What follows belongs to an exercise in optimizing a design on an open flow for small area, a short achievable clock period and few clock cycles; a production flow would make more cautious choices. Where RTL was checked, it was by simulation tests only, not by an equivalence proof against the original. No functional check of the RTL was part of runs 4 to 7. Power is estimated from default activity; no workload was simulated.

$ cat run.sh
#!/bin/bash
# synth_recipe.tcl (not shown) runs the flow's synth.tcl, then flattens the netlist and writes it again
# the make line also repeats each setting of config.mk as NAME=value (left out here)
make -C /OpenROAD-flow-scripts/flow DESIGN_CONFIG=/design/flow/config.mk WORK_HOME=/design/flow/orfs CLKGATE_MAP_FILE= SYNTH_SCRIPT=/design/flow/synth_recipe.tcl finish
$ cat config.mk
export PLATFORM = sky130hd
export DESIGN_NAME = mem_loop_top
export DESIGN_NICKNAME = mem_loop_top
export VERILOG_FILES = /design/flow/design.v
export SDC_FILE = /design/flow/constraint.sdc
export NUM_CORES = 4
export LEC_CHECK = 0
export CAP_MARGIN = 20
export CORE_MARGIN = 2
export CORE_UTILIZATION = 30
export PLACE_DENSITY = 0.35
export SLEW_MARGIN = 20
export SYNTH_MEMORY_MAX_BITS = 16384
$ cat constraint.sdc
create_clock -name core_clock -period 8.0 [get_ports {clk0_tb}]
set_input_delay 1.6000 -clock core_clock [delete_from_list [all_inputs] [get_ports {clk0_tb}]]
set_output_delay 1.6000 -clock core_clock [all_outputs]
set_load 0.01 [all_outputs]
$ cat design.v
package mem_pkg;
  typedef enum logic [1:0] {
    CMD_NOP   = 2'd0,
    CMD_WRITE = 2'd1,
    CMD_READ  = 2'd2
  } mem_cmd_t;
  typedef enum logic [1:0] {
    ST_WAIT_INIT = 2'd0,
    ST_IDLE      = 2'd1,
    ST_WRITE     = 2'd2,
    ST_READ      = 2'd3
  } sched_state_t;
endpackage
package stream_pkg;
  typedef enum logic {
    HALF_LO = 1'b0,
    HALF_HI = 1'b1
  } half_t;
endpackage
`timescale 1ns/1ps
module mem_loop_top
#(
  parameter int DATA_WIDTH  = 32,
  parameter int BURST_LEN   = 4,
  parameter int ADDR_WIDTH  = 6,
  parameter int FIFO_DEPTH  = 16,
  parameter int READ_LAT    = 2,
  parameter int INIT_CYCLES = 32
) (
  input  logic                  clk0_tb,
  input  logic                  locked,
  input  logic                  in_valid,
  input  logic [DATA_WIDTH-1:0] in_data,
  output logic                  in_ready,
  output logic                  out_valid,
  output logic [DATA_WIDTH-1:0] out_data,
  input  logic                  out_ready,
  output logic                  init_done
);
  localparam int DEPTH = 8;
  localparam int IW    = $clog2(INIT_CYCLES) + 1;
  logic [IW-1:0] init_cnt;
  always_ff @(posedge clk0_tb or negedge locked) begin
    if (!locked) begin
      init_cnt <= '0;
    end else if (!init_cnt[IW-1]) begin
      init_cnt <= init_cnt + 1'b1;
    end
  end
  assign init_done = init_cnt[IW-1];
  logic [DATA_WIDTH-1:0] buf_q [0:DEPTH-1];
  logic [DEPTH-1:0]      vld;       
  logic [DEPTH-1:0]      rd_oh;     
  logic [2:0]            wp;        
  logic                  in_take;
  logic                  complete;  
  logic                  out_hold;
  logic                  load;
  logic [DEPTH-1:0]      vld_nxt;
  logic [2:0]            wp_nxt;
  logic [DATA_WIDTH-1:0] head;
  assign in_take  = in_valid && in_ready;
  assign complete = vld[DEPTH-1] || (in_take && (wp == 3'(DEPTH - 1)));
  assign out_hold = out_valid && !out_ready;
  assign load     = complete && !out_hold;
  always_comb begin
    vld_nxt = vld;
    if (in_take) begin
      vld_nxt[wp] = 1'b1;
    end
    if (load) begin
      vld_nxt = vld_nxt & ~rd_oh;
    end
  end
  assign wp_nxt = wp + 3'(in_take);
  always_ff @(posedge clk0_tb or negedge locked) begin
    if (!locked) begin
      vld       <= '0;
      rd_oh     <= DEPTH'(1);
      wp        <= '0;
      in_ready  <= 1'b0;
      out_valid <= 1'b0;
    end else begin
      vld       <= vld_nxt;
      wp        <= wp_nxt;
      if (load) begin
        rd_oh <= {rd_oh[DEPTH-2:0], rd_oh[DEPTH-1]};
      end
      in_ready  <= (init_cnt[IW-1] || (init_cnt == IW'(INIT_CYCLES - 1))) && !vld_nxt[wp_nxt];
      out_valid <= out_hold || complete;
    end
  end
  always_ff @(posedge clk0_tb) begin
    for (int i = 0; i < DEPTH; i++) begin
      if (!vld[i]) begin
        buf_q[i] <= in_data;
      end
    end
  end
  always_comb begin
    head = '0;
    for (int i = 0; i < DEPTH; i++) begin
      head = head | (buf_q[i] & {DATA_WIDTH{rd_oh[i]}});
    end
  end
  always_ff @(posedge clk0_tb) begin
    if (!out_hold) begin
      out_data <= head;
    end
  end
endmodule
==> metrics.md, run 1 <==
| Metric | Value |
|---|---|
| Result of the run | no timing/DRC/antenna violations |
| Placeable core region | 37400 sq um |
| Leading cell types by total area after synthesis | sky130_fd_sc_hd__edfxtp_1 (77%), sky130_fd_sc_hd__a22oi_1 (8.5%), sky130_fd_sc_hd__dfrtp_1 (5.8%) |
| Hold-fix buffer count after cts | 0 |
| Kind of launch point of the worst setup path | primary input |
| Total number of vias | 6024 |
| Complex-gate fraction of the synthesized area | 10.20% |
| Syn Area/Cell | 18.48 sq um |
| Placed cell areas | 12610 sq um |
| PD cells | 347.9 nW/um^2 |
| Design Power | 4.772 mW |
| Count of filler cells inserted in the layout | 3484 |
| Min Clock Period, post-route | 3478 ps |
| CTS Root Buffer Type | sky130_fd_sc_hd__clkbuf_16 |
| I/O Pins | 71 |
| DRT Wirelength | 30.10 mm |
| Drt drc | 0 |
| Largest stage delay, worst path | 590 ps |
| Mux cell area share after synthesis | 0.1995% |
| Number of buffers inserted by port buffering | 70 |
| Number of hold violations in the final report | 0 |
| Fraction of the mapped netlist area in simple logic gates | 3.879% |
| Per-cell via count in the routed design | 4.874 |
| Max_cap viols | 0 |
| Main combinational cell family by area after synthesis | compound AO/OA/AOI/OAI gates |
| Initial core utilization | 30.18% |
| Area taken by multi-input logic gates | 1763 sq um |
| Worst clock skew | 11.08 ps |
| Top cell type's share of synthesized area | 76.61% |
| Via count of the first global-routing pass | 6413 |
| Setup Fix Bufs, Post-CTS | 0 |
| Violation count after the first detailed-route iteration | 361 |
| Max H-tree Level | 2 |
| Clock buffer count from CTS | 38 |
| GP Congestion | 0.7704 |
| Sum of negative setup slack | 0 ps |
| TritonCTS clock tree | done |
| Number of distinct library cell variants in the gate-level netlist after synthesis | 39 |
| Detail-routed net length per standard cell | 24.36 um |
| Total global-route track usage | 15.71% |
| Fraction of synthesized cell area in xor and xnor cells | 0.5431% |
| Number of optimization iterations in the first detailed-route pass | 6 |
| Post-synthesis share of cell area spent on full adders, half adders and majority gates | 0.7759% |
| Count of standard-cell rows | 71 |
| Final HPWL DP | 14.73 mm |
| Area of the die | 39200 sq um |
| Wire length of the first global-routing pass | 43.68 mm |
| Data required time at the worst endpoint | 8400 ps |
| Clock transition time at the flip-flop clock pins of the worst setup and hold paths | 50 ps |
| Top flip-flop cell by instance count after synthesis | sky130_fd_sc_hd__edfxtp_1 |
| Final #Nets | 745 |
| Clk latency of the worst-skew pair | 510 ps |
| Fraction of layout cells with a size suffix above 1 | 10.50% |
| Slew headroom | 49.45% |
| RSZ-0062 raised after global routing | false |
| Pin count of the biggest net entering global routing | 38 |
| Synth Cell Area | 11290 sq um |
| Die boundary height | 198.0 um |
| Least-Margin Pin Slew | 758.2 ps |
| Post-Syn Instances | 611 |
| Cell at the slowest stage of the critical path | sky130_fd_sc_hd__buf_4 |
| Register area | 9331 sq um |
| Highest Clock Rate | 0.2875 GHz |
| Sequential element share of the synthesized area | 82.61% |
| CP Class | in -> reg |
| Async set-or-reset flop fraction in the synthesized netlist | 8.571% |
| Initial antenna violation count | 1 |
| Series of cell instances along the critical path | clkdlybuf4s50_1, nand2b_2, buf_4, and2_4, a2111oi_0, or4b_1, o311ai_1 |
| Leakage power | 4.693 nW |
| Final setup violation count | 0 |
| Synthesis Warnings | 2 |
| Fin. max-slew vios | 0 |
| Area growth from synthesis to layout | 21.50% |
| Maximum clock path buffer count | 3 |
| Most numerous cell types in the synthesized netlist | sky130_fd_sc_hd__edfxtp_1 (288), sky130_fd_sc_hd__a22oi_1 (128), sky130_fd_sc_hd__clkbuf_1 (32), sky130_fd_sc_hd__nand4_1 (32) |
| Post-synth net total | 654 |
| Max VDD drop | 0.1452 mV |
| Number of enable-type register cells in the synthesized netlist | 288 |
| Number of antenna-violating nets in the routed design | 0 |
| Number of gates given a new drive strength after cts | 0 |
| Post-synthesis register bit count | 315 |
| Die extent in x | 198.0 um |
| Final Cell Area | 13720 sq um |
| Maximum fanout along the worst path | 37 |
| Most frequent cell after synthesis | sky130_fd_sc_hd__edfxtp_1 |
| Yosys top cell by area | sky130_fd_sc_hd__edfxtp_1 |
| Share of the clock period used by the worst path | 43.47% |
| Classification of the worst-slack hold path | reg -> reg |
| CTS Sinks | 315 |
| Signal arrival time at the worst endpoint | 3880 ps |
| Crit. End Element | flip-flop |
| Global-route congestion overflow total | 0 |
state kept, by name, summed over array words and instances (netlist names):
| signal | cells |
|---|---|
| buf_q | 256 |
| in_ready | 1 |
| init_cnt | 6 |
| out_data | 32 |
| out_valid | 1 |
| rd_oh | 8 |
| vld | 8 |
| wp | 3 |
per-layer routing:
metal / part of all wire, % / track usage (%) / up-vias / wire length (um)
li1: - / - / 2690 / -
met2: 48 / 25.86 / 126 / 14390
met5: 0.053 / 0 / - / 16
met1: 46 / 21.74 / 3167 / 13930
met3: 4.3 / 2.640 / 39 / 1294
met4: 1.6 / 3.787 / 2 / 476
cell usage in the layout (no fill, tap or decap), types with 2 or more instances in the layout:
master and instances:
sky130_fd_sc_hd__a2111oi_0 2, sky130_fd_sc_hd__a21oi_1 7, sky130_fd_sc_hd__a22oi_1 128, sky130_fd_sc_hd__a31oi_1 4, sky130_fd_sc_hd__a41oi_1 2, sky130_fd_sc_hd__and2_1 3
sky130_fd_sc_hd__buf_4 18, sky130_fd_sc_hd__clkbuf_1 10, sky130_fd_sc_hd__clkbuf_16 39, sky130_fd_sc_hd__clkdlybuf4s50_1 70, sky130_fd_sc_hd__clkinv_1 7, sky130_fd_sc_hd__clkinv_2 4
sky130_fd_sc_hd__dfrtp_1 21, sky130_fd_sc_hd__dfrtp_2 5, sky130_fd_sc_hd__edfxtp_1 288, sky130_fd_sc_hd__ha_1 7, sky130_fd_sc_hd__inv_1 12, sky130_fd_sc_hd__mux2_2 2
sky130_fd_sc_hd__nand2_1 26, sky130_fd_sc_hd__nand2b_1 3, sky130_fd_sc_hd__nand3_1 3, sky130_fd_sc_hd__nand4_1 32, sky130_fd_sc_hd__nand4b_1 2, sky130_fd_sc_hd__nor2_1 2
sky130_fd_sc_hd__nor3b_1 2, sky130_fd_sc_hd__xnor2_1 5, sky130_fd_sc_hd__xor2_1 2
worst paths after layout:
check,slack [ps],endpoint,cells past startpoint,from
max in group asynchronous,6210,rd_oh[0],2,locked
max,4520,in_ready,7,out_ready
min in group asynchronous,1480,vld[4],2,locked
min,510,init_cnt[4],1,init_cnt[4]
min reg2reg,510,init_cnt[4],1,init_cnt[4]
max reg2reg,5710,in_ready,6,out_valid
layout make-up:
| cell class | instances | share of cell area (%) |
|---|---|---|
| diodes | 1 | 0.01824 |
| clock inverters | 13 | 0.6203 |
| clock buffers | 49 | 7.389 |
| well taps | 511 | 4.662 |
| flip-flops and latches | 315 | 68.03 |
| repair buffers | 88 | 6.094 |
| inverters | 12 | 0.3284 |
| multi-input cells | 247 | 12.85 |
where the power goes:
part           switching, mW  internal (mW)  total (mW)
sequential             0.138           2.36        2.50
clock                  0.619          0.917        1.54
combinational          0.545          0.191       0.736
total                   1.30           3.47        4.77
worst max-delay path: cells and delay by family:
| family | cells | cell delay [ps] |
|---|---|---|
| buffers and inverters | 2 | 1040 |
| AOI/OAI and AO/OA | 2 | 200 |
| and+or+nand+nor | 3 | 1010 |
cell families (layout without fill, tap and decap cells):
family,count (synthesis),in the layout
flip-flops,315,315
AO/OA/AOI/OAI,152,152
AND/OR/NAND/NOR,79,79
buffers and inverters,49,162
adder cells (fa/ha/maj),7,7
XOR/XNOR,7,7
multiplexers,2,2
other,0,1
metrics by stage:
stage	hold WS, ps	worst slack, ps	cells	util (%)
CTS	510.4	4516	1235	36.67
global route	547.5	4380	1235	36.67
global placement	492.2	3975	1173	33.73
detailed placement	500.3	3986	1173	33.73
floorplan	458.7	4366	611	-
finish	511.1	4522	1236	36.67
Testbench counts, summed over its fixed seeds: cycles 7,339.
==> run 2: changes to the inputs <==
--- a/config.mk
+++ b/config.mk
@@ -9,5 +9,6 @@
 export CORE_MARGIN = 2
 export CORE_UTILIZATION = 30
 export PLACE_DENSITY = 0.35
+export SETUP_SLACK_MARGIN = 5
 export SLEW_MARGIN = 20
 export SYNTH_MEMORY_MAX_BITS = 16384
==> metrics.md, run 2 <==
| Metric | Value |
|---|---|
| Result of the run | no timing/DRC/antenna violations |
| Maximum clock path buffer count | 3 |
| Endpoint of the worst-slack reg-to-reg timing path | in_ready |
| Max VDD drop | 0.1606 mV |
| Most numerous cell types in the synthesized netlist | sky130_fd_sc_hd__edfxtp_1 (288), sky130_fd_sc_hd__a22oi_1 (128), sky130_fd_sc_hd__clkbuf_1 (32), sky130_fd_sc_hd__nand4_1 (32) |
| Fraction of layout cells with a size suffix above 1 | 12.30% |
| Global-route congestion overflow total | 0 |
| Portion of total power attributed to the clock network | 32.4% |
| Leading cell types by total area after synthesis | sky130_fd_sc_hd__edfxtp_1 (77%), sky130_fd_sc_hd__a22oi_1 (8.5%), sky130_fd_sc_hd__dfrtp_1 (5.8%) |
| Die extent in x | 198.0 um |
| Detail-routed net length per standard cell | 24.19 um |
| Most frequent cell after synthesis | sky130_fd_sc_hd__edfxtp_1 |
| Total global-route track usage | 15.69% |
| Crit. End Element | flip-flop |
| Yosys top cell by area | sky130_fd_sc_hd__edfxtp_1 |
| Classification of the worst-slack hold path | reg -> reg |
| Clock transition time at the flip-flop clock pins of the worst setup and hold paths | 60 ps |
| Final Cell Area | 13880 sq um |
| Top flip-flop cell by instance count after synthesis | sky130_fd_sc_hd__edfxtp_1 |
| Data required time at the worst endpoint | 8400 ps |
| Area taken by multi-input logic gates | 1813 sq um |
| Top cell type's share of synthesized area | 76.61% |
| Clock buffer count from CTS | 37 |
| Register area | 9333 sq um |
| Startpoint of the worst register-to-register path | wp[1] |
| Initial antenna violation count | 1 |
| Number of buffers inserted by port buffering | 70 |
| Total number of vias | 6041 |
| Signal arrival time at the worst endpoint | 3400 ps |
| PD cells | 349.5 nW/um^2 |
| Sequential element share of the synthesized area | 82.61% |
| Leakage power | 4.967 nW |
| Design Power | 4.851 mW |
| Worst clock skew | 16.16 ps |
| Number of hold violations in the final report | 0 |
| Syn Area/Cell | 18.48 sq um |
| Initial core utilization | 30.18% |
| Net switching fraction of the power | 27.23% |
| Register-to-Register Setup Slack | 5670 ps |
| Post-Syn Instances | 611 |
| Placeable core region | 37400 sq um |
| Number of optimization iterations in the first detailed-route pass | 4 |
| Async set-or-reset flop fraction in the synthesized netlist | 8.571% |
| Number of enable-type register cells in the synthesized netlist | 288 |
| GP Congestion | 0.7297 |
| Post-synthesis register bit count | 315 |
| TritonCTS clock tree | done |
| Sequential power share | 51.5% |
| Clk latency of the worst-skew pair | 510 ps |
| Via count of the first global-routing pass | 6367 |
| Final setup violation count | 0 |
| Min setup slack post-route | 5005 ps |
| Worst reg2reg path depth | 7 |
| CTS Sinks | 315 |
| Worst Hold Path Cells | 1 |
| Drt drc | 0 |
| Post-synth net total | 654 |
| I/O Pins | 71 |
| Number of antenna-violating nets in the routed design | 0 |
| Setup WS pre-CTS | 3982 ps |
| CTS Root Buffer Type | sky130_fd_sc_hd__clkbuf_16 |
| Count of filler cells inserted in the layout | 3468 |
| Most used cells in the layout excluding fill and tap cells | sky130_fd_sc_hd__edfxtp_1 (288), sky130_fd_sc_hd__a22oi_1 (128), sky130_fd_sc_hd__clkbuf_16 (39) |
| Per-cell via count in the routed design | 4.860 |
| RSZ-0062 raised after global routing | true |
| Internal power of the cells | 3.530 mW |
| Max_cap viols | 0 |
| Final #Nets | 749 |
| Fin. max-slew vios | 0 |
| Wire length of the first global-routing pass | 43.65 mm |
| Area of the die | 39200 sq um |
| Slew headroom | 25.85% |
| Hold-fix buffer count after cts | 0 |
| Pin count of the biggest net entering global routing | 37 |
| Source of the worst hold timing path | init_cnt[4] |
| Synth Cell Area | 11290 sq um |
| CP Class | in -> reg |
| Kind of launch point of the worst setup path | primary input |
| Maximum fanout along the worst path | 4 |
| Sw Pwr | 1.321 mW |
| Commonest non-fill, non-tap cell in the layout | sky130_fd_sc_hd__edfxtp_1 |
| Registers with the highest flip-flop counts | buf_q (256), out_data (32) |
| Number of distinct library cell variants in the gate-level netlist after synthesis | 39 |
| Share of the clock period used by the worst path | 37.43% |
| Number of flip-flops in the largest register | 256 |
| Sum of negative setup slack | 0 ps |
| Count of standard-cell rows | 71 |
| End of the worst hold path | init_cnt[4] |
| Comb pwr share | 16.1% |
| Placed cell areas | 12630 sq um |
| Largest register by flop count | buf_q |
| N_diodes | 0 |
| Violation count after the first detailed-route iteration | 362 |
| Die boundary height | 198.0 um |
| Area growth from synthesis to layout | 22.97% |
| Max H-tree Level | 2 |
| DRT Wirelength | 30.07 mm |
| Min Clock Period, post-route | 2995 ps |
| Least-Margin Pin Slew | 1112 ps |
| Highest Clock Rate | 0.3339 GHz |
| Final HPWL DP | 14.11 mm |
| Synthesis Warnings | 2 |
==> run 2: worst max-delay path by stage <==
stage,from,to,slack [ps],depth (start not counted)
5_1_grt,in_valid,in_ready,4970,9
3_5_place_dp,out_ready,in_ready,3980,7
2_1_floorplan,in_valid,in_ready,4780,9
6_report,in_valid,in_ready,5010,9
4_1_cts,out_ready,in_ready,4910,7
3_3_place_gp,out_ready,in_ready,3990,7
==> run 2: kinds of logic after synthesis <==
kind of cell             after synthesis  share of synthesized area [%]
flip-flops                           315                          82.61
XOR/XNOR                               7                         0.5431
AND/OR/NAND/NOR                       79                          3.879
multiplexers                           2                         0.1995
buffers and inverters                 49                          1.796
AO/OA/AOI/OAI                        152                          10.20
adder cells (fa/ha/maj)                7                         0.7758
==> run 2: critical path, cell delays in order <==
cell and delay (ps):
sky130_fd_sc_hd__dlygate4sd2_1 260, sky130_fd_sc_hd__and2_4 170, sky130_fd_sc_hd__ha_4 160, sky130_fd_sc_hd__ha_4 150, sky130_fd_sc_hd__xor2_2 190, sky130_fd_sc_hd__nand2b_4 180
sky130_fd_sc_hd__a41oi_2 130, sky130_fd_sc_hd__or4b_1 460, sky130_fd_sc_hd__o311ai_1 90
==> run 2: final cells by class <==
cell class | instances | area share (%)
Sequential cell | 315 | 67.23
Tap cell | 511 | 4.606
Clock buffer | 48 | 7.274
Timing Repair Buffer | 93 | 6.562
Multi-Input combinational cell | 247 | 13.06
Inverter | 12 | 0.3245
Clock inverter | 17 | 0.9374
==> run 2: power groups by stage <==
stage	combinational (mW)	sequential, mW	clock [mW]
floorplan	0.351	2.52	0
global placement	0.784	2.53	0
detailed placement	0.781	2.54	0
CTS	0.784	2.50	1.62
global route	0.848	2.54	1.69
finish	0.780	2.50	1.57
==> run 2: through the flow <==
stage | util, % | hold slack, ps | cells
after floorplan | - | 458.7 | 611
after global placement | 33.76 | 486.4 | 1170
after detailed placement | 33.76 | 496.9 | 1170
after CTS | 36.89 | 507.6 | 1238
after global routing | 37.11 | 544.9 | 1243
final | 37.11 | 502.6 | 1243
==> run 2: timing repair <==
action / CTS / global route
setup buffers: 2 / 5
hold endpoints to repair: 0 / 0
endpoints found under the setup margin: 26 / 9
gates cloned: 1 / 0
gates resized for setup: 30 / 10
pin swaps: 0 / 1
==> run 2: per-layer routing <==
layer	wire length [um]	global-route usage [%]	vias to the layer above
met4	617	4.261	2
met5	16	0	-
met1	13420	21.06	3154
met3	1132	2.691	43
li1	-	-	2701
met2	14880	26.34	141
==> run 3: changes to the inputs <==
--- a/config.mk
+++ b/config.mk
@@ -5,10 +5,11 @@
 export SDC_FILE = /design/flow/constraint.sdc
 export NUM_CORES = 4
 export LEC_CHECK = 0
+export ABC_CLOCK_PERIOD_IN_PS = 2500
 export CAP_MARGIN = 20
 export CORE_MARGIN = 2
-export CORE_UTILIZATION = 30
-export PLACE_DENSITY = 0.35
+export CORE_UTILIZATION = 55
+export PLACE_DENSITY = 0.65
 export SETUP_SLACK_MARGIN = 5
 export SLEW_MARGIN = 20
 export SYNTH_MEMORY_MAX_BITS = 16384
==> metrics.md, run 3 <==
| Metric | Value |
|---|---|
| Max VDD drop | 0.2318 mV |
| Share of the clock period used by the worst path | 36.22% |
| Sequential element share of the synthesized area | 82.61% |
| Leading cell types by total area after synthesis | sky130_fd_sc_hd__edfxtp_1 (77%), sky130_fd_sc_hd__a22oi_1 (8.5%), sky130_fd_sc_hd__dfrtp_1 (5.8%) |
| Top delay family on crit path | flip-flops |
| Top flip-flop cell by instance count after synthesis | sky130_fd_sc_hd__edfxtp_1 |
| Pin count of the biggest net entering global routing | 38 |
| Die boundary height | 147.3 um |
| Fin. max-slew vios | 0 |
| RSZ-0062 raised after global routing | false |
| Most frequent cell after synthesis | sky130_fd_sc_hd__edfxtp_1 |
| Result of the run | no timing/DRC/antenna violations |
| Synth Cell Area | 11290 sq um |
| Kind of launch point of the worst setup path | flip-flop |
| Data required time at the worst endpoint | 6400 ps |
| Final setup violation count | 0 |
| Total global-route track usage | 22.21% |
| Count of filler cells inserted in the layout | 1423 |
| Total number of vias | 6054 |
| Crit path buf inv count | 1 |
| Classification of the worst-slack hold path | reg -> reg |
| Highest Clock Rate | 0.3451 GHz |
| PD cells | 341.5 nW/um^2 |
| Hold-fix buffer count after cts | 0 |
| Drt drc | 0 |
| Via count of the first global-routing pass | 6217 |
| Global-route congestion overflow total | 0 |
| Post-Syn Instances | 611 |
| Number of distinct library cell variants in the gate-level netlist after synthesis | 39 |
| Syn Area/Cell | 18.48 sq um |
| Synthesis Warnings | 2 |
| Area of the die | 21690 sq um |
| Yosys top cell by area | sky130_fd_sc_hd__edfxtp_1 |
| Clock transition time at the flip-flop clock pins of the worst setup and hold paths | 60 ps |
| Wire length of the first global-routing pass | 36.04 mm |
| CP Class | reg -> out |
| Series of cell instances along the critical path | dlygate4sd2_1 |
| CTS Sinks | 315 |
| Number of flip-flops in the largest register | 256 |
| Number of optimization iterations in the first detailed-route pass | 4 |
| Per-cell via count in the routed design | 6.152 |
| Final HPWL DP | 11.17 mm |
| Violation count after the first detailed-route iteration | 390 |
| Cell at the slowest stage of the critical path | sky130_fd_sc_hd__dfrtp_2 |
| Fraction of layout cells with a size suffix above 1 | 11.34% |
| Number of enable-type register cells in the synthesized netlist | 288 |
| Registers with the highest flip-flop counts | buf_q (256), out_data (32) |
| DRT Wirelength | 24.10 mm |
| Min Clock Period, post-route | 2898 ps |
| Die extent in x | 147.3 um |
| Placeable core region | 20170 sq um |
| Clk latency of the worst-skew pair | 550 ps |
| Clock buffer count from CTS | 31 |
| Detail-routed net length per standard cell | 24.50 um |
| Count of standard-cell rows | 52 |
| Number of hold violations in the final report | 0 |
| Signal arrival time at the worst endpoint | 1300 ps |
| Max_cap viols | 0 |
| Least-Margin Pin Slew | 1018 ps |
| Commonest non-fill, non-tap cell in the layout | sky130_fd_sc_hd__edfxtp_1 |
| Crit. End Element | primary output |
| Number of buffers inserted by port buffering | 70 |
| Top cell type's share of synthesized area | 76.61% |
| Max H-tree Level | 1 |
| CTS Root Buffer Type | sky130_fd_sc_hd__clkbuf_16 |
| TritonCTS clock tree | done |
| Number of antenna-violating nets in the routed design | 0 |
| Largest stage delay, worst path | 450 ps |
| Slew headroom | 32.14% |
| Worst slack on hold paths | 508.2 ps |
| Most numerous cell types in the synthesized netlist | sky130_fd_sc_hd__edfxtp_1 (288), sky130_fd_sc_hd__a22oi_1 (128), sky130_fd_sc_hd__clkbuf_1 (32), sky130_fd_sc_hd__nand4_1 (32) |
| Most used cells in the layout excluding fill and tap cells | sky130_fd_sc_hd__edfxtp_1 (288), sky130_fd_sc_hd__a22oi_1 (128), sky130_fd_sc_hd__dlygate4sd2_1 (35) |
| Area growth from synthesis to layout | 17.19% |
| Sum of negative setup slack | 0 ps |
| Post-synthesis register bit count | 315 |
| N_diodes | 0 |
| Worst clock skew | 8.371 ps |
| Initial core utilization | 55.97% |
| Maximum fanout along the worst path | 8 |
| I/O Pins | 71 |
| Final #Nets | 734 |
| Async set-or-reset flop fraction in the synthesized netlist | 8.571% |
| GP Congestion | 0.8430 |
| Initial antenna violation count | 0 |
| Post-synth net total | 654 |
| Maximum clock path buffer count | 3 |
| Leakage power | 4.733 nW |
| Largest register by flop count | buf_q |
-- run 3: changes by cell type in the layout (fill, tap and decap cells not counted), sizes merged --
| cell | previous run | this run |
|---|---|---|
| clkbuf | 48 | 38 |
| dlygate4sd2 | 26 | 35 |
| buf | 22 | 14 |
| dlymetal6s2s | 8 | 1 |
| clkinv | 13 | 17 |
| clkdlybuf4s50 | 36 | 33 |
| bufbuf | 1 | 0 |
| bufinv | 2 | 1 |
| clkinvlp | 1 | 0 |
-- run 3: path summary, 6_finish.rpt --
kind / from / end / cells after the start / slack (ps)
max: init_cnt[5] / init_done / 1 / 5100
min: init_cnt[4] / init_cnt[4] / 1 / 510
max reg2reg: wp[1] / in_ready / 7 / 5740
min reg2reg: init_cnt[4] / init_cnt[4] / 1 / 510
max in group asynchronous: locked / rd_oh[5] / 1 / 6500
min in group asynchronous: locked / wp[2] / 1 / 1060
-- run 3: through the flow --
step	instance area (sq um)	power, mW	worst slack (ps)	util [%]	cells
3_3_place_gp	12280	3.216	4123	60.86	922
4_1_cts	13160	4.528	4862	65.24	979
5_1_grt	13230	4.699	5052	65.59	984
6_report	13230	4.518	5102	65.59	984
3_5_place_dp	12270	3.246	4076	60.84	922
2_1_floorplan	11330	2.867	4784	-	611
-- run 3: where the power goes --
group / leakage, nW / switching, mW / internal [mW] / total (mW)
clock network: 0.460 / 0.569 / 0.738 / 1.31
registers: 3.23 / 0.142 / 2.36 / 2.50
logic: 1.04 / 0.512 / 0.195 / 0.708
total: 4.73 / 1.22 / 3.30 / 4.52
-- run 3: area by class of cell --
type,count,area [sq um],area share [%]
flip-flops and latches,315,9335,70.57
multi-input cells,247,1807,13.66
clock buffers,37,798.3,6.034
repair buffers,84,789.5,5.968
well taps,270,337.8,2.554
clock inverters,19,116.4,0.8796
inverters,12,45.04,0.3405
-- run 3: cells by family after synthesis --
group / Yosys count / synth area share [%]
flip-flops: 315 / 82.61
AO/OA/AOI/OAI: 152 / 10.20
adder cells (fa/ha/maj): 7 / 0.7758
buffers and inverters: 49 / 1.796
AND/OR/NAND/NOR: 79 / 3.879
multiplexers: 2 / 0.1995
XOR/XNOR: 7 / 0.5431
-- run 3: layer usage --
metal | wire (um) | share of wire [%] | vias to the layer above | GRT usage [%]
met2 | 12050 | 50 | 225 | 37.15
met4 | 431 | 1.8 | 0 | 6.346
met5 | 0 | 0 | - | 0
met1 | 10080 | 42 | 3120 | 30.66
met3 | 1535 | 6.4 | 45 | 3.727
li1 | - | - | 2664 | -
-- run 3: repair_timing --
item / CTS / global route
gates resized for setup: 38 / 4
pin swaps: 0 / 1
setup endpoints to repair: 36 / 1
hold endpoints to repair: 0 / 0
cloned: 0 / 1
buffers inserted: 1 / 4
==> run 4: changes to the inputs <==
--- a/design.v
+++ b/design.v
@@ -51,42 +51,38 @@
   logic [DATA_WIDTH-1:0] buf_q [0:DEPTH-1];
   logic [DEPTH-1:0]      vld;       
   logic [DEPTH-1:0]      rd_oh;     
-  logic [2:0]            wp;        
+  logic [DEPTH-1:0]      wr_oh;     
+  logic                  init_nxt;
+  logic                  take7;     
+  logic                  last_room;  
   logic                  in_take;
   logic                  complete;  
   logic                  out_hold;
   logic                  load;
-  logic [DEPTH-1:0]      vld_nxt;
-  logic [2:0]            wp_nxt;
   logic [DATA_WIDTH-1:0] head;
+  assign init_nxt  = init_cnt[IW-1] || (init_cnt == IW'(INIT_CYCLES - 1));
+  assign take7     = in_ready && wr_oh[DEPTH-1];
+  assign last_room = |(vld & {wr_oh[DEPTH-2:0], wr_oh[DEPTH-1]});
   assign in_take  = in_valid && in_ready;
-  assign complete = vld[DEPTH-1] || (in_take && (wp == 3'(DEPTH - 1)));
+  assign complete = vld[DEPTH-1] || (in_valid && take7);
   assign out_hold = out_valid && !out_ready;
   assign load     = complete && !out_hold;
-  always_comb begin
-    vld_nxt = vld;
-    if (in_take) begin
-      vld_nxt[wp] = 1'b1;
-    end
-    if (load) begin
-      vld_nxt = vld_nxt & ~rd_oh;
-    end
-  end
-  assign wp_nxt = wp + 3'(in_take);
   always_ff @(posedge clk0_tb or negedge locked) begin
     if (!locked) begin
       vld       <= '0;
       rd_oh     <= DEPTH'(1);
-      wp        <= '0;
+      wr_oh     <= DEPTH'(1);
       in_ready  <= 1'b0;
       out_valid <= 1'b0;
     end else begin
-      vld       <= vld_nxt;
-      wp        <= wp_nxt;
+      vld <= (vld & ~(rd_oh & {DEPTH{load}})) | (wr_oh & {DEPTH{in_take}});
       if (load) begin
         rd_oh <= {rd_oh[DEPTH-2:0], rd_oh[DEPTH-1]};
       end
-      in_ready  <= (init_cnt[IW-1] || (init_cnt == IW'(INIT_CYCLES - 1))) && !vld_nxt[wp_nxt];
+      if (in_take) begin
+        wr_oh <= {wr_oh[DEPTH-2:0], wr_oh[DEPTH-1]};
+      end
+      in_ready  <= init_nxt && (load || (in_take ? !last_room : (in_ready || !init_cnt[IW-1])));
       out_valid <= out_hold || complete;
     end
   end
==> metrics.md, run 4 <==
| Metric | Value |
|---|---|
| Final #Nets | 706 |
| Detail-routed net length per standard cell | 25.13 um |
| Result of the run | no timing/DRC/antenna violations |
| Drt drc | 0 |
| Number of enable-type register cells in the synthesized netlist | 288 |
| Fraction of layout cells with a size suffix above 1 | 11.01% |
| CP Class | reg -> out |
| I/O Pins | 71 |
| Startpoint of the worst register-to-register path | rd_oh[0] |
| Most used cells in the layout excluding fill and tap cells | sky130_fd_sc_hd__edfxtp_1 (288), sky130_fd_sc_hd__a22oi_1 (132), sky130_fd_sc_hd__clkdlybuf4s50_1 (35), sky130_fd_sc_hd__dlygate4sd2_1 (35), sky130_fd_sc_hd__nand4_1 (34) |
| Placeable core region | 20170 sq um |
| RSZ-0062 raised after global routing | false |
| Syn Area/Cell | 19.05 sq um |
| Pin count of the biggest net entering global routing | 45 |
| Number of buffers inserted by port buffering | 70 |
| Number of optimization iterations in the first detailed-route pass | 5 |
| Total global-route track usage | 22.61% |
| Top delay family on crit path | flip-flops |
| Max_cap viols | 0 |
| Leading cell types by total area after synthesis | sky130_fd_sc_hd__edfxtp_1 (77%), sky130_fd_sc_hd__a22oi_1 (8.8%), sky130_fd_sc_hd__dfrtp_1 (6.7%) |
| Critical Path Start | out_data[13] |
| Number of flip-flops in the largest register | 256 |
| Max H-tree Level | 1 |
| Post-synthesis register bit count | 320 |
| Global-route congestion overflow total | 0 |
| Area growth from synthesis to layout | 17.01% |
| Area of the die | 21660 sq um |
| Top flip-flop cell by instance count after synthesis | sky130_fd_sc_hd__edfxtp_1 |
| Crit path buf inv count | 1 |
| Clock transition time at the flip-flop clock pins of the worst setup and hold paths | 60 ps |
| Register-to-Register Setup Slack | 6200 ps |
| DRT Wirelength | 24.13 mm |
| Most numerous cell types in the synthesized netlist | sky130_fd_sc_hd__edfxtp_1 (288), sky130_fd_sc_hd__a22oi_1 (132), sky130_fd_sc_hd__nand4_1 (34) |
| Largest register by flop count | buf_q |
| Cell at the slowest stage of the critical path | sky130_fd_sc_hd__edfxtp_1 |
| Wire length of the first global-routing pass | 36.42 mm |
| Max VDD drop | 0.2023 mV |
| Leakage power | 4.785 nW |
| Slew headroom | 33.20% |
| Most frequent cell after synthesis | sky130_fd_sc_hd__edfxtp_1 |
| PD cells | 256.7 nW/um^2 |
| Final HPWL DP | 11.02 mm |
| Clk latency of the worst-skew pair | 560 ps |
| Number of distinct library cell variants in the gate-level netlist after synthesis | 26 |
| Violation count after the first detailed-route iteration | 397 |
| Commonest non-fill, non-tap cell in the layout | sky130_fd_sc_hd__edfxtp_1 |
| TritonCTS clock tree | done |
| Per-cell via count in the routed design | 6.178 |
| Kind of launch point of the worst setup path | flip-flop |
| Min Clock Period, post-route | 2893 ps |
| Top cell type's share of synthesized area | 76.69% |
| Die extent in x | 147.2 um |
| Yosys top cell by area | sky130_fd_sc_hd__edfxtp_1 |
| CTS Sinks | 320 |
| Total number of vias | 5931 |
| CTS Root Buffer Type | sky130_fd_sc_hd__clkbuf_16 |
| Initial antenna violation count | 0 |
| Data required time at the worst endpoint | 6400 ps |
| Fin. max-slew vios | 0 |
| Number of hold violations in the final report | 0 |
| Synth Cell Area | 11280 sq um |
| Finished Core Util | 65.42% |
| Crit. End Element | primary output |
| GP Congestion | 0.7226 |
| Final setup violation count | 0 |
| Share of the clock period used by the worst path | 36.16% |
| Largest stage delay, worst path | 430 ps |
| Via count of the first global-routing pass | 5978 |
| Maximum clock path buffer count | 3 |
| Source of the worst hold timing path | init_cnt[5] |
| Initial core utilization | 55.91% |
| Highest Clock Rate | 0.3457 GHz |
| Number of antenna-violating nets in the routed design | 0 |
| Classification of the worst-slack hold path | reg -> reg |
| Sequential element share of the synthesized area | 83.81% |
| N_diodes | 0 |
| Die boundary height | 147.2 um |
| Post-Syn Instances | 592 |
| Registers with the highest flip-flop counts | buf_q (256), out_data (32) |
| Post-synth net total | 629 |
| Async set-or-reset flop fraction in the synthesized netlist | 10.00% |
| Series of cell instances along the critical path | dlygate4sd2_1 |
| Signal arrival time at the worst endpoint | 1290 ps |
| Sum of negative setup slack | 0 ps |
| Worst clock skew | 16.24 ps |
| Synthesis Warnings | 2 |
| Least-Margin Pin Slew | 1002 ps |
| Maximum fanout along the worst path | 1 |
| Count of standard-cell rows | 52 |
| Clock buffer count from CTS | 31 |
==> run 4: changes by cell type in the layout (fill, tap and decap cells not counted), sizes merged, moves of 4 or more <==
cell    previous run  this run
o21ai              1         8
ha                 7         1
mux2               2        10
a22o               0         7
nand2             26         3
a21oi              7         1
nand3              3         8
inv               13        18
a31oi              4         0
a22oi            128       132
dfrtp             26        30
clkinv            17        13
==> run 4: routing by layer <==
| metal | part of all wire, % | track usage (%) |
|---|---|---|
| met1 | 41 | 31.96 |
| met2 | 50 | 37.15 |
| met3 | 7.4 | 4.006 |
| met4 | 1.7 | 5.962 |
| met5 | 0 | 0 |
==> run 4: final timing paths <==
check | cells past startpoint | to
max in group asynchronous | 2 | wr_oh[0]
worst max-delay path | 1 | out_data[13]
min in group asynchronous | 2 | out_valid
worst min register to register | 1 | init_cnt[0]
worst min-delay path | 1 | init_cnt[0]
worst max register to register | 2 | out_data[24]
==> run 4: cell type report <==
class	count	area, sq um
fillers	1400	6974
clock buffers	35	790.8
multi-input cells	218	1607
flip-flops and latches	320	9462
well taps	270	337.8
clock inverters	19	195.2
inverters	17	63.81
repair buffers	81	739.5
==> run 4: kinds of logic (layout without fill, tap and decap cells) <==
group / after synthesis / count (layout) / share of synthesized area (%)
simple gates: 49 / 49 / 2.585
flops: 320 / 320 / 83.81
fa+ha+maj: 1 / 1 / 0.1109
mux: 10 / 10 / 1.032
compound gates: 154 / 154 / 10.19
xor+xnor: 4 / 4 / 0.3106
buf+inv: 54 / 152 / 1.964
==> run 4: metrics by stage <==
| stage | hold WS (ps) | worst slack [ps] | cells | cell area [sq um] | total power [mW] |
|---|---|---|---|---|---|
| 6_report | 516.0 | 5107 | 960 | 13200 | 3.387 |
| 3_5_place_dp | 512.6 | 4550 | 905 | 12240 | 2.006 |
| 2_1_floorplan | 468.1 | 5255 | 592 | 11280 | 1.960 |
| 5_1_grt | 558.5 | 5065 | 960 | 13200 | 3.484 |
| 3_3_place_gp | 486.8 | 4561 | 905 | 12240 | 1.998 |
| 4_1_cts | 529.0 | 5093 | 960 | 13200 | 3.403 |
==> run 4: power breakdown <==
group	switching, mW	internal [mW]	leakage (nW)	total, mW
sequential	0.0190	1.89	3.36	1.91
combinational	0.0309	0.0327	0.943	0.0636
clock	0.586	0.831	0.480	1.42
total	0.636	2.75	4.78	3.39
==> run 4: timing repair <==
item,CTS,global route
setup buffers,1,0
resized for setup,36,0
setup endpoints to repair,35,0
hold buffers,0,0
==> run 5: changes to the inputs <==
==> flow/run.sh (new file) <==
#!/bin/bash
set -euo pipefail
cd "$(dirname "$0")/.."
export SETUP_SLACK_MARGIN="${MY_SETUP_MARGIN:-5.6}"
export BUFFER_PORTS_ARGS="-buffer_cell sky130_fd_sc_hd__buf_2"
export CTS_ARGS="-sink_clustering_enable -repair_clock_nets -dont_use_dummy_load"
bash standard.sh > standard.log 2>&1
==> standard.sh (new file) <==
#!/bin/bash
# synth_recipe.tcl (not shown) runs the flow's synth.tcl, then flattens the netlist and writes it again
# the make line also repeats each setting of config.mk as NAME=value (left out here)
make -C /OpenROAD-flow-scripts/flow DESIGN_CONFIG=/design/flow/config.mk WORK_HOME=/design/flow/orfs CLKGATE_MAP_FILE= SYNTH_SCRIPT=/design/flow/synth_recipe.tcl "${@:-finish}"
--- a/config.mk
+++ b/config.mk
@@ -10,6 +10,5 @@
 export CORE_MARGIN = 2
 export CORE_UTILIZATION = 55
 export PLACE_DENSITY = 0.65
-export SETUP_SLACK_MARGIN = 5
 export SLEW_MARGIN = 20
 export SYNTH_MEMORY_MAX_BITS = 16384
removed: run.sh
==> metrics.md, run 5 <==
| Metric | Value |
|---|---|
| Result of the run | no timing/DRC/antenna violations |
| Number of optimization iterations in the first detailed-route pass | 4 |
| DRT Wirelength | 23.54 mm |
| GP Congestion | 0.7280 |
| Placeable core region | 20170 sq um |
| Maximum clock path buffer count | 3 |
| Largest stage delay, worst path | 400 ps |
| Max VDD drop | 0.1948 mV |
| Data required time at the worst endpoint | 6400 ps |
| Design Power | 3.156 mW |
| CTS Sinks | 320 |
| RSZ-0062 raised after global routing | true |
| Max H-tree Level | 1 |
| Initial antenna violation count | 1 |
| Most numerous cell types in the synthesized netlist | sky130_fd_sc_hd__edfxtp_1 (288), sky130_fd_sc_hd__a22oi_1 (132), sky130_fd_sc_hd__nand4_1 (34) |
| Final HPWL DP | 10.96 mm |
| Crit. End Element | primary output |
| Area of the die | 21660 sq um |
| CTS Root Buffer Type | sky130_fd_sc_hd__clkbuf_16 |
| Drt drc | 0 |
| Via count of the first global-routing pass | 5922 |
| Post-synthesis register bit count | 320 |
| Syn Area/Cell | 19.05 sq um |
| Sum of negative setup slack | 0 ps |
| Post-synth net total | 629 |
| Pin count of the biggest net entering global routing | 36 |
| Die extent in x | 147.2 um |
| Initial core utilization | 55.91% |
| Clk latency of the worst-skew pair | 560 ps |
| Worst clock skew | 37.89 ps |
| Top flip-flop cell by instance count after synthesis | sky130_fd_sc_hd__edfxtp_1 |
| Number of distinct library cell variants in the gate-level netlist after synthesis | 26 |
| Classification of the worst-slack hold path | reg -> reg |
| Global-route congestion overflow total | 0 |
| Maximum fanout along the worst path | 1 |
| Post-Syn Instances | 592 |
| Number of buffers inserted by port buffering | 70 |
| Least-Margin Pin Slew | 984.0 ps |
| Area growth from synthesis to layout | 12.66% |
| Final Cell Area | 12700 sq um |
| Commonest non-fill, non-tap cell in the layout | sky130_fd_sc_hd__edfxtp_1 |
| Violation count after the first detailed-route iteration | 473 |
| Crit path buf inv count | 1 |
| Number of hold violations in the final report | 0 |
| Final setup violation count | 0 |
| Highest Clock Rate | 0.3685 GHz |
| Top delay family on crit path | flip-flops |
| Leakage power | 4.699 nW |
| Total number of vias | 5843 |
| Wire length of the first global-routing pass | 35.49 mm |
| Total placed cells including tap cells | 903 |
| Number of flip-flops in the largest register | 256 |
| Placed cell areas | 11890 sq um |
| Die boundary height | 147.2 um |
| Series of cell instances along the critical path | buf_2 |
| PD cells | 248.4 nW/um^2 |
| Total global-route track usage | 22.11% |
| Top cell type's share of synthesized area | 76.69% |
| Min Clock Period, post-route | 2713 ps |
| Detail-routed net length per standard cell | 25.09 um |
| Number of enable-type register cells in the synthesized netlist | 288 |
| Largest register by flop count | buf_q |
| Clock buffer count from CTS | 31 |
| Finished Core Util | 62.99% |
| Slew headroom | 34.40% |
| Sequential element share of the synthesized area | 83.81% |
| CP Class | reg -> out |
| Synth Cell Area | 11280 sq um |
| Registers with the highest flip-flop counts | buf_q (256), out_data (32) |
| Most frequent cell after synthesis | sky130_fd_sc_hd__edfxtp_1 |
| Max_cap viols | 0 |
| Per-cell via count in the routed design | 6.229 |
| Most used cells in the layout excluding fill and tap cells | sky130_fd_sc_hd__edfxtp_1 (288), sky130_fd_sc_hd__a22oi_1 (132), sky130_fd_sc_hd__buf_2 (69) |
| Final #Nets | 707 |
| TritonCTS clock tree | done |
| Cell Count, Final, Fillers Out | 938 |
| Cell at the slowest stage of the critical path | sky130_fd_sc_hd__edfxtp_1 |
| Min setup slack post-route | 5287 ps |
| Setup WS pre-CTS | 4986 ps |
| Clock transition time at the flip-flop clock pins of the worst setup and hold paths | 60 ps |
| Async set-or-reset flop fraction in the synthesized netlist | 10.00% |
| Kind of launch point of the worst setup path | flip-flop |
| Signal arrival time at the worst endpoint | 1110 ps |
| Worst slack on hold paths | 527.8 ps |
| Synthesis Warnings | 2 |
| Share of the clock period used by the worst path | 33.92% |
| Fin. max-slew vios | 0 |
| Count of standard-cell rows | 52 |
| I/O Pins | 71 |
| N_diodes | 0 |
| Yosys top cell by area | sky130_fd_sc_hd__edfxtp_1 |
| Fraction of layout cells with a size suffix above 1 | 20.51% |
| Leading cell types by total area after synthesis | sky130_fd_sc_hd__edfxtp_1 (77%), sky130_fd_sc_hd__a22oi_1 (8.8%), sky130_fd_sc_hd__dfrtp_1 (6.7%) |
| Number of antenna-violating nets in the routed design | 0 |
-- run 5: cell counts after synthesis --
No cell type changed its count.
-- run 5: final timing paths --
path | cells after the start | start | slack (ps) | end
setup / recovery | 1 | out_data[30] | 5290 | out_data[30]
min in group asynchronous | 1 | locked | 1120 | init_cnt[2]
hold / removal | 1 | init_cnt[4] | 530 | init_cnt[4]
setup reg to reg | 2 | rd_oh[0] | 6270 | vld[0]
max in group asynchronous | 1 | locked | 6390 | rd_oh[5]
hold reg to reg | 1 | init_cnt[4] | 530 | init_cnt[4]
-- run 5: area by class of cell --
| cell class | count | area (sq um) |
|---|---|---|
| sequential | 320 | 9462 |
| tap | 270 | 337.8 |
| clock buffer | 31 | 775.7 |
| inverter | 17 | 63.81 |
| timing repair buffer | 81 | 439.2 |
| multi-input combinational | 219 | 1627 |
| fill | 1417 | 7465 |
-- run 5: where the power goes --
part	internal [mW]	switching [mW]
Sequential	1.89	0.0186
Clock	0.673	0.522
Combinational	0.0236	0.0304
-- run 5: cell families (layout without fill, tap and decap cells) --
kind of cell,Yosys count,after routing,synth area share (%)
DFF,320,320,83.81
AOI/OAI and AO/OA,154,154,10.19
buffers and inverters,54,129,1.964
and+or+nand+nor,49,50,2.585
muxes,10,10,1.032
xor gates and xnor gates,4,4,0.3106
adders and majority gates,1,1,0.1109
-- run 5: layer usage --
metal / part of all wire [%] / vias to the layer above / track usage [%]
met1: 43 / 3043 / 31.79
met2: 49 / 188 / 36.26
met5: 0.055 / - / 0
met4: 2.0 / 2 / 5.240
li1: - / 2574 / -
met3: 6.2 / 36 / 3.602
-- run 5: worst reg2reg max path: cells and delay by family, from the launching register on --
kind	cells	cell delay, ps
flops	1	1150
compound gates	1	240
simple gates	1	230
-- run 5: what timing repair did --
action                     in CTS  in global routing
setup buffers                   2                  1
cloned                          1                  0
resized for setup               1                  1
pin swaps                       0                  0
hold buffers                    0                  0
setup endpoints to repair      36                 35
hold endpoints to repair        0                  0
==> run 6: changes to the inputs <==
==> flow/run.sh (replaced) <==
#!/bin/bash
set -euo pipefail
cd "$(dirname "$0")/.."
export SETUP_SLACK_MARGIN="${MY_SETUP_MARGIN:-5.8}"
export BUFFER_PORTS_ARGS="-buffer_cell sky130_fd_sc_hd__buf_2"
export CTS_ARGS="-sink_clustering_enable -repair_clock_nets -dont_use_dummy_load"
bash standard.sh > standard.log 2>&1
--- a/config.mk
+++ b/config.mk
@@ -9,6 +9,8 @@
 export CAP_MARGIN = 20
 export CORE_MARGIN = 2
 export CORE_UTILIZATION = 55
+export CTS_CLUSTER_DIAMETER = 100
+export CTS_CLUSTER_SIZE = 30
 export PLACE_DENSITY = 0.65
 export SLEW_MARGIN = 20
 export SYNTH_MEMORY_MAX_BITS = 16384
==> metrics.md, run 6 <==
| Metric | Value |
|---|---|
| Top cell type's share of synthesized area | 76.69% |
| Synthesis Warnings | 2 |
| Post-synthesis share of cell area spent on full adders, half adders and majority gates | 0.1110% |
| Die boundary height | 147.2 um |
| Register-to-Register Setup Slack | 6270 ps |
| Sequential power share | 60.4% |
| Final HPWL DP | 11.03 mm |
| Largest register by flop count | buf_q |
| Startpoint of the worst register-to-register path | rd_oh[0] |
| Initial antenna violation count | 1 |
| Endpoint of the worst-slack reg-to-reg timing path | out_data[0] |
| Number of antenna-violating nets in the routed design | 0 |
| Post-synthesis register bit count | 320 |
| Final #Nets | 705 |
| Total number of vias | 5845 |
| Number of enable-type register cells in the synthesized netlist | 288 |
| Leakage power | 4.708 nW |
| N_diodes | 0 |
| Number of flip-flops in the largest register | 256 |
| Top delay family on crit path | flip-flops |
| Maximum fanout along the worst path | 1 |
| Initial core utilization | 55.91% |
| Pin count of the biggest net entering global routing | 45 |
| Comb pwr share | 1.7% |
| Net switching fraction of the power | 18.14% |
| Result of the run | no timing/DRC/antenna violations |
| Sequential element share of the synthesized area | 83.81% |
| Die extent in x | 147.2 um |
| Most frequent cell after synthesis | sky130_fd_sc_hd__edfxtp_1 |
| Registers with the highest flip-flop counts | buf_q (256), out_data (32) |
| CTS Sinks | 320 |
| Number of distinct library cell variants in the gate-level netlist after synthesis | 26 |
| Clk latency of the worst-skew pair | 560 ps |
| Syn Area/Cell | 19.05 sq um |
| Worst slack on hold paths | 516.7 ps |
| Sum of negative setup slack | 0 ps |
| TritonCTS clock tree | done |
| Crit. End Element | primary output |
| Total placed cells including tap cells | 903 |
| Data required time at the worst endpoint | 6400 ps |
| RSZ-0062 raised after global routing | true |
| Max VDD drop | 0.1856 mV |
| DRT Wirelength | 23.40 mm |
| Fraction of the mapped netlist area in simple logic gates | 2.585% |
| Most used cells in the layout excluding fill and tap cells | sky130_fd_sc_hd__edfxtp_1 (288), sky130_fd_sc_hd__a22oi_1 (132), sky130_fd_sc_hd__buf_2 (69) |
| Async set-or-reset flop fraction in the synthesized netlist | 10.00% |
| Violation count after the first detailed-route iteration | 442 |
| Final setup violation count | 0 |
| Least-Margin Pin Slew | 961.1 ps |
| Count of standard-cell rows | 52 |
| Commonest non-fill, non-tap cell in the layout | sky130_fd_sc_hd__edfxtp_1 |
| Number of optimization iterations in the first detailed-route pass | 4 |
| Critical Path Start | out_data[30] |
| Crit path buf inv count | 1 |
| Fraction of layout cells with a size suffix above 1 | 20.27% |
| CP Depth | 1 |
| Worst clock skew | 38.08 ps |
| Top flip-flop cell by instance count after synthesis | sky130_fd_sc_hd__edfxtp_1 |
| CP Capture Point | out_data[30] |
| Max H-tree Level | 1 |
| Placed cell areas | 11920 sq um |
| Area growth from synthesis to layout | 12.77% |
| Share of the clock period used by the worst path | 33.97% |
| Clock transition time at the flip-flop clock pins of the worst setup and hold paths | 60 ps |
| Cell Count, Final, Fillers Out | 936 |
| Cell at the slowest stage of the critical path | sky130_fd_sc_hd__edfxtp_1 |
| Signal arrival time at the worst endpoint | 1120 ps |
| Classification of the worst-slack hold path | reg -> reg |
| Synth Cell Area | 11280 sq um |
| Total global-route track usage | 21.89% |
| Wire length of the first global-routing pass | 35.29 mm |
| Mux cell area share after synthesis | 1.032% |
| Post-synth net total | 629 |
| Clock buffer count from CTS | 31 |
| Fraction of synthesized cell area in xor and xnor cells | 0.3107% |
| Yosys top cell by area | sky130_fd_sc_hd__edfxtp_1 |
| Most numerous cell types in the synthesized netlist | sky130_fd_sc_hd__edfxtp_1 (288), sky130_fd_sc_hd__a22oi_1 (132), sky130_fd_sc_hd__nand4_1 (34) |
| CTS Root Buffer Type | sky130_fd_sc_hd__clkbuf_16 |
| Worst Hold Path Cells | 1 |
| Area of the die | 21660 sq um |
| Global-route congestion overflow total | 0 |
| Worst reg2reg path depth | 2 |
| Portion of total power attributed to the clock network | 37.9% |
| PD cells | 248.3 nW/um^2 |
| Source of the worst hold timing path | init_cnt[4] |
| Series of cell instances along the critical path | buf_2 |
| Via count of the first global-routing pass | 5971 |
| Slew headroom | 35.93% |
| Largest stage delay, worst path | 400 ps |
| Internal power of the cells | 2.585 mW |
| Number of buffers inserted by port buffering | 70 |
| Hold-fix buffer count after cts | 0 |
| Post-Syn Instances | 592 |
| Sw Pwr | 0.5729 mW |
| Final Cell Area | 12720 sq um |
| Drt drc | 0 |
| Fin. max-slew vios | 0 |
| Kind of launch point of the worst setup path | flip-flop |
| I/O Pins | 71 |
| Detail-routed net length per standard cell | 25.00 um |
| CP Class | reg -> out |
| Placeable core region | 20170 sq um |
| Highest Clock Rate | 0.3680 GHz |
| Leading cell types by total area after synthesis | sky130_fd_sc_hd__edfxtp_1 (77%), sky130_fd_sc_hd__a22oi_1 (8.8%), sky130_fd_sc_hd__dfrtp_1 (6.7%) |
| Per-cell via count in the routed design | 6.245 |
| Max_cap viols | 0 |
| GP Congestion | 0.7170 |
| Main combinational cell family by area after synthesis | compound AO/OA/AOI/OAI gates |
| Maximum clock path buffer count | 3 |
| Complex-gate fraction of the synthesized area | 10.19% |
| Number of hold violations in the final report | 0 |
| Min Clock Period, post-route | 2718 ps |
## run 6: cell types whose count changed in the layout (fill, tap and decap cells not counted)
| cell | delta |
|---|---|
| sky130_fd_sc_hd__a21oi_2 | +1 |
| sky130_fd_sc_hd__nand2b_2 | -1 |
| sky130_fd_sc_hd__o21ai_1 | +1 |
| sky130_fd_sc_hd__dfrtp_1 | +1 |
| sky130_fd_sc_hd__o21ai_0 | -1 |
| sky130_fd_sc_hd__mux2_4 | +7 |
| sky130_fd_sc_hd__mux2_2 | -7 |
| sky130_fd_sc_hd__a21oi_1 | -1 |
| sky130_fd_sc_hd__buf_4 | -1 |
| sky130_fd_sc_hd__dfrtp_2 | -1 |
## run 6: cell families (layout without fill, tap and decap cells)
| kind of cell | after synthesis | count (layout) |
|---|---|---|
| adders and majority gates | 1 | 1 |
| DFF | 320 | 320 |
| buffers and inverters | 54 | 128 |
| and+or+nand+nor | 49 | 49 |
| xor gates and xnor gates | 4 | 4 |
| AOI/OAI and AO/OA | 154 | 154 |
| muxes | 10 | 10 |
## run 6: cell type report
class / count / area, sq um
sequential: 320 / 9460
fill: 1421 / 7452
multi-input combinational: 218 / 1648
clock buffer: 31 / 775.7
timing repair buffer: 80 / 431.7
tap: 270 / 337.8
inverter: 17 / 63.81
## run 6: metrics by stage
step / total power [mW] / utilization [%] / setup WS [ps]
5_1_grt: 3.263 / 63.05 / 5245
2_1_floorplan: 1.962 / - / 5476
6_report: 3.158 / 63.05 / 5282
3_3_place_gp: 1.988 / 59.10 / 5005
4_1_cts: 3.189 / 63.02 / 5268
3_5_place_dp: 1.996 / 59.10 / 5012
## run 6: per-layer routing
layer / GRT usage, % / vias to the layer above / wire [um]
li1: - / 2562 / -
met1: 30.34 / 3009 / 9595
met2: 36.54 / 225 / 11550
met3: 4.161 / 47 / 1692
met4: 5.385 / 2 / 542
met5: 0 / - / 16
## run 6: timing repair
| item | in CTS | in global routing |
|---|---|---|
| resized for setup | 0 | 1 |
| pin swaps | 0 | 0 |
| endpoints found under the setup margin | 51 | 52 |
| buffers inserted | 2 | 0 |
## run 6: worst min path at each step
stage,slack [ps],to
global route,550,init_cnt[4]
global placement,490,init_cnt[4]
CTS,520,init_cnt[4]
floorplan,470,init_cnt[4]
finish,520,init_cnt[4]
detailed placement,510,init_cnt[4]
## run 6: power groups by stage
stage	Clock (mW)	Combinational [mW]	Sequential (mW)
after floorplan	0	0.0256	1.94
after global placement	0	0.0511	1.94
after detailed placement	0	0.0547	1.94
after CTS	1.23	0.0548	1.91
after global routing	1.29	0.0619	1.91
final	1.20	0.0541	1.91
==> run 7: changes to the inputs <==
--- a/design.v
+++ b/design.v
@@ -100,8 +100,6 @@
     end
   end
   always_ff @(posedge clk0_tb) begin
-    if (!out_hold) begin
-      out_data <= head;
-    end
+    out_data <= (out_data & {DATA_WIDTH{out_hold}}) | (head & {DATA_WIDTH{!out_hold}});
   end
 endmodule
==> metrics.md, run 7 <==
| Metric | Value |
|---|---|
| Result of the run | no timing/DRC/antenna violations |
| Classification of the worst-slack hold path | reg -> reg |
| Total placed cells including tap cells | 901 |
| Die extent in x | 147.2 um |
| Pin count of the biggest net entering global routing | 44 |
| Wire length on met1 | 10.00 mm |
| Series of cell instances along the critical path | buf_2 |
| Kind of launch point of the worst setup path | flip-flop |
| Crit. End Element | primary output |
| Global-route congestion overflow total | 0 |
| Wire length of the first global-routing pass | 35.09 mm |
| PD cells | 249.7 nW/um^2 |
| Number of antenna-violating nets in the routed design | 0 |
| Top cell type's share of synthesized area | 76.63% |
| Violation count after the first detailed-route iteration | 486 |
| Most numerous cell types in the synthesized netlist | sky130_fd_sc_hd__edfxtp_1 (288), sky130_fd_sc_hd__a22oi_1 (132), sky130_fd_sc_hd__clkbuf_1 (34) |
| Worst Hold Path Cells | 1 |
| Number of distinct library cell variants in the gate-level netlist after synthesis | 29 |
| Slew headroom | 35.50% |
| Least-Margin Pin Slew | 967.5 ps |
| Detail-routed net length per standard cell | 25.30 um |
| Total global-route track usage | 21.70% |
| CTS Root Buffer Type | sky130_fd_sc_hd__clkbuf_16 |
| Source of the worst hold timing path | init_cnt[4] |
| Signal arrival time at the worst endpoint | 1130 ps |
| Startpoint of the worst register-to-register path | rd_oh[0] |
| Count of standard-cell rows | 52 |
| Largest stage delay, worst path | 410 ps |
| Area growth from synthesis to layout | 13.05% |
| Per-cell via count in the routed design | 6.211 |
| Routed met2 length | 11.80 mm |
| Clock transition time at the flip-flop clock pins of the worst setup and hold paths | 60 ps |
| Worst reg2reg path depth | 2 |
| End of the worst hold path | init_cnt[4] |
| Async set-or-reset flop fraction in the synthesized netlist | 10.00% |
| Initial antenna violation count | 1 |
| Drt drc | 0 |
| TritonCTS clock tree | done |
| Final Cell Area | 12760 sq um |
| CP Class | reg -> out |
| Largest register by flop count | buf_q |
| Post-synthesis register bit count | 320 |
| Final #Nets | 706 |
| Maximum fanout along the worst path | 1 |
| Final setup violation count | 0 |
| Via count of the first global-routing pass | 5858 |
| Most used cells in the layout excluding fill and tap cells | sky130_fd_sc_hd__edfxtp_1 (288), sky130_fd_sc_hd__a22oi_1 (132), sky130_fd_sc_hd__buf_2 (68) |
| Number of optimization iterations in the first detailed-route pass | 5 |
| Number of hold violations in the final report | 0 |
| Cell at the slowest stage of the critical path | sky130_fd_sc_hd__edfxtp_1 |
| Total number of vias | 5826 |
| Most frequent cell after synthesis | sky130_fd_sc_hd__edfxtp_1 |
| Number of flip-flops in the largest register | 256 |
| Max VDD drop | 0.1795 mV |
| Post-synth net total | 628 |
| Synth Cell Area | 11290 sq um |
| Finished Core Util | 63.26% |
| Number of enable-type register cells in the synthesized netlist | 288 |
| Max H-tree Level | 1 |
| Max_cap viols | 0 |
| Cell Count, Final, Fillers Out | 938 |
| Yosys top cell by area | sky130_fd_sc_hd__edfxtp_1 |
| Met3 Wirelength | 1.613 mm |
| Leakage power | 4.730 nW |
| I/O Pins | 71 |
| Top flip-flop cell by instance count after synthesis | sky130_fd_sc_hd__edfxtp_1 |
| Top delay family on crit path | flip-flops |
| Syn Area/Cell | 19.10 sq um |
| Fin. max-slew vios | 0 |
| Die boundary height | 147.2 um |
| Area of the die | 21680 sq um |
| Post-Syn Instances | 591 |
| Synthesis Warnings | 2 |
| Sequential element share of the synthesized area | 83.75% |
| Leading cell types by total area after synthesis | sky130_fd_sc_hd__edfxtp_1 (77%), sky130_fd_sc_hd__a22oi_1 (8.8%), sky130_fd_sc_hd__dfrtp_1 (6.7%) |
| DRT Wirelength | 23.74 mm |
| Clock buffer count from CTS | 31 |
| Max Used Layer | met4 |
| Maximum clock path buffer count | 3 |
| Placed cell areas | 11930 sq um |
| CTS Sinks | 320 |
| Commonest non-fill, non-tap cell in the layout | sky130_fd_sc_hd__edfxtp_1 |
| Fraction of layout cells with a size suffix above 1 | 20.99% |
| Register-to-Register Setup Slack | 6300 ps |
| Final HPWL DP | 11.02 mm |
| Placeable core region | 20170 sq um |
| Number of buffers inserted by port buffering | 70 |
| Data required time at the worst endpoint | 6400 ps |
| Min Clock Period, post-route | 2733 ps |
| GP Congestion | 0.7267 |
| Sum of negative setup slack | 0 ps |
| RSZ-0062 raised after global routing | true |
| Highest Clock Rate | 0.3660 GHz |
| Initial core utilization | 55.96% |
| Worst clock skew | 46.69 ps |
| Crit path buf inv count | 1 |
| Count of filler cells inserted in the layout | 1430 |
| Clk latency of the worst-skew pair | 560 ps |
| Share of the clock period used by the worst path | 34.16% |
==> run 7: cell count changes after synthesis, moves of 2 or more <==
cell	before	now
sky130_fd_sc_hd__a41oi_1	2	0
sky130_fd_sc_hd__clkbuf_1	32	34
sky130_fd_sc_hd__inv_1	17	15
sky130_fd_sc_hd__nand2_1	3	0
sky130_fd_sc_hd__nand4_1	34	32
sky130_fd_sc_hd__nand4b_1	0	2
sky130_fd_sc_hd__o21ai_0	8	6
sky130_fd_sc_hd__o2bb2ai_1	0	2
==> run 7: final cells by class <==
type | instances | area [sq um] | share of cell area, %
clock buffers | 31 | 775.7 | 6.080
well taps | 270 | 337.8 | 2.648
diodes | 1 | 2.502 | 0.01961
flip-flops and latches | 320 | 9462 | 74.16
repair buffers | 81 | 445.4 | 3.491
inverters | 15 | 56.30 | 0.4413
multi-input cells | 220 | 1679 | 13.16
==> run 7: through the flow <==
| stage | setup slack [ps] | hold WS, ps | total power, mW |
|---|---|---|---|
| 3_5_place_dp | 5016 | 495.4 | 2.023 |
| 2_1_floorplan | 5475 | 460.3 | 1.990 |
| 5_1_grt | 5216 | 521.3 | 3.292 |
| 4_1_cts | 5239 | 506.0 | 3.206 |
| 3_3_place_gp | 5045 | 480.0 | 2.014 |
| 6_report | 5267 | 507.2 | 3.186 |
==> run 7: power by group <==
part / leakage [nW] / total, mW / switching, mW / internal [mW]
clock: 0.382 / 1.19 / 0.520 / 0.673
combinational: 0.984 / 0.0820 / 0.0459 / 0.0362
sequential: 3.36 / 1.91 / 0.0200 / 1.89
==> run 7: per-layer routing <==
metal	up-vias	global-route usage (%)
li1	2572	-
met1	3010	30.42
met2	217	36.36
met3	27	4.037
met4	0	4.471
met5	-	0
==> run 7: cells by family after synthesis <==
| logic type | after synthesis | synth area share, % |
|---|---|---|
| AOI/OAI and AO/OA | 153 | 10.14 |
| buffers and inverters | 53 | 1.918 |
| and+or+nand+nor | 50 | 2.738 |
| xor gates and xnor gates | 4 | 0.3104 |
| DFF | 320 | 83.75 |
| adders and majority gates | 1 | 0.1108 |
| muxes | 10 | 1.031 |
==> run 7: worst max-delay path by stage <==
stage	startpoint	endpoint	slack (ps)	depth (start not counted)
2_1_floorplan	in_valid	rd_oh[0]	5480	5
3_3_place_gp	out_ready	rd_oh[0]	5050	4
3_5_place_dp	out_ready	rd_oh[0]	5020	4
4_1_cts	flip-flop	out_data[18]	5240	1
5_1_grt	flip-flop	out_data[18]	5220	1
6_report	flip-flop	out_data[18]	5270	1
==> run 7: repair_timing <==
item	4_1_cts	5_1_grt
hold buffers	0	0
cloned	0	2
gates resized for setup	1	4
endpoints found under the hold margin	0	0
setup buffers	2	1
setup endpoints to repair	50	51

-- what the ideal ports hide --
In the flow no input, the clock included, has a driving cell. The finished layouts below were timed again as built, in two steps.
Step 1: set_driving_cell puts a clkbuf_16 on clk0_tb and a buf_2 on each other input, an assumption about the parent block.
Step 2, shift: input delay + t, output delay - t, t = (earliest + latest rising clock arrival at the registers) / 2. This alone moves slack from input paths to output paths.
Three values: ideal ports, drivers, drivers and shift; two values: the first two.
run	t (ns)	slack for setup (ns)	latest minus earliest clock arrival (ns)	slew at the worst register clock pin (ns)	worst slew at a driven data input, ns
run 1	0.559	4.522 / 4.549 / 3.990	0.014 / 0.014	0.06 / 0.06	0.09
run 2	0.558	5.005 / 4.992 / 4.477	0.017 / 0.018	0.06 / 0.06	0.08
run 3	0.586	5.102 / 5.058 / 4.560	0.009 / 0.010	0.06 / 0.06	0.07
run 4	0.599	5.107 / 5.060 / 4.540	0.020 / 0.020	0.06 / 0.06	0.06
run 5	0.585	5.287 / 5.238 / 5.128	0.038 / 0.039	0.06 / 0.06	0.06
run 6	0.585	5.282 / 5.236 / 5.000	0.041 / 0.040	0.06 / 0.06	0.06
run 7	0.581	5.267 / 5.223 / 5.219	0.048 / 0.047	0.06 / 0.06	0.07
After both steps every run listed still meets setup and hold. The setup slack of run 4, which loses most, moves by -0.047 ns with the drivers and by -0.567 ns with both steps.
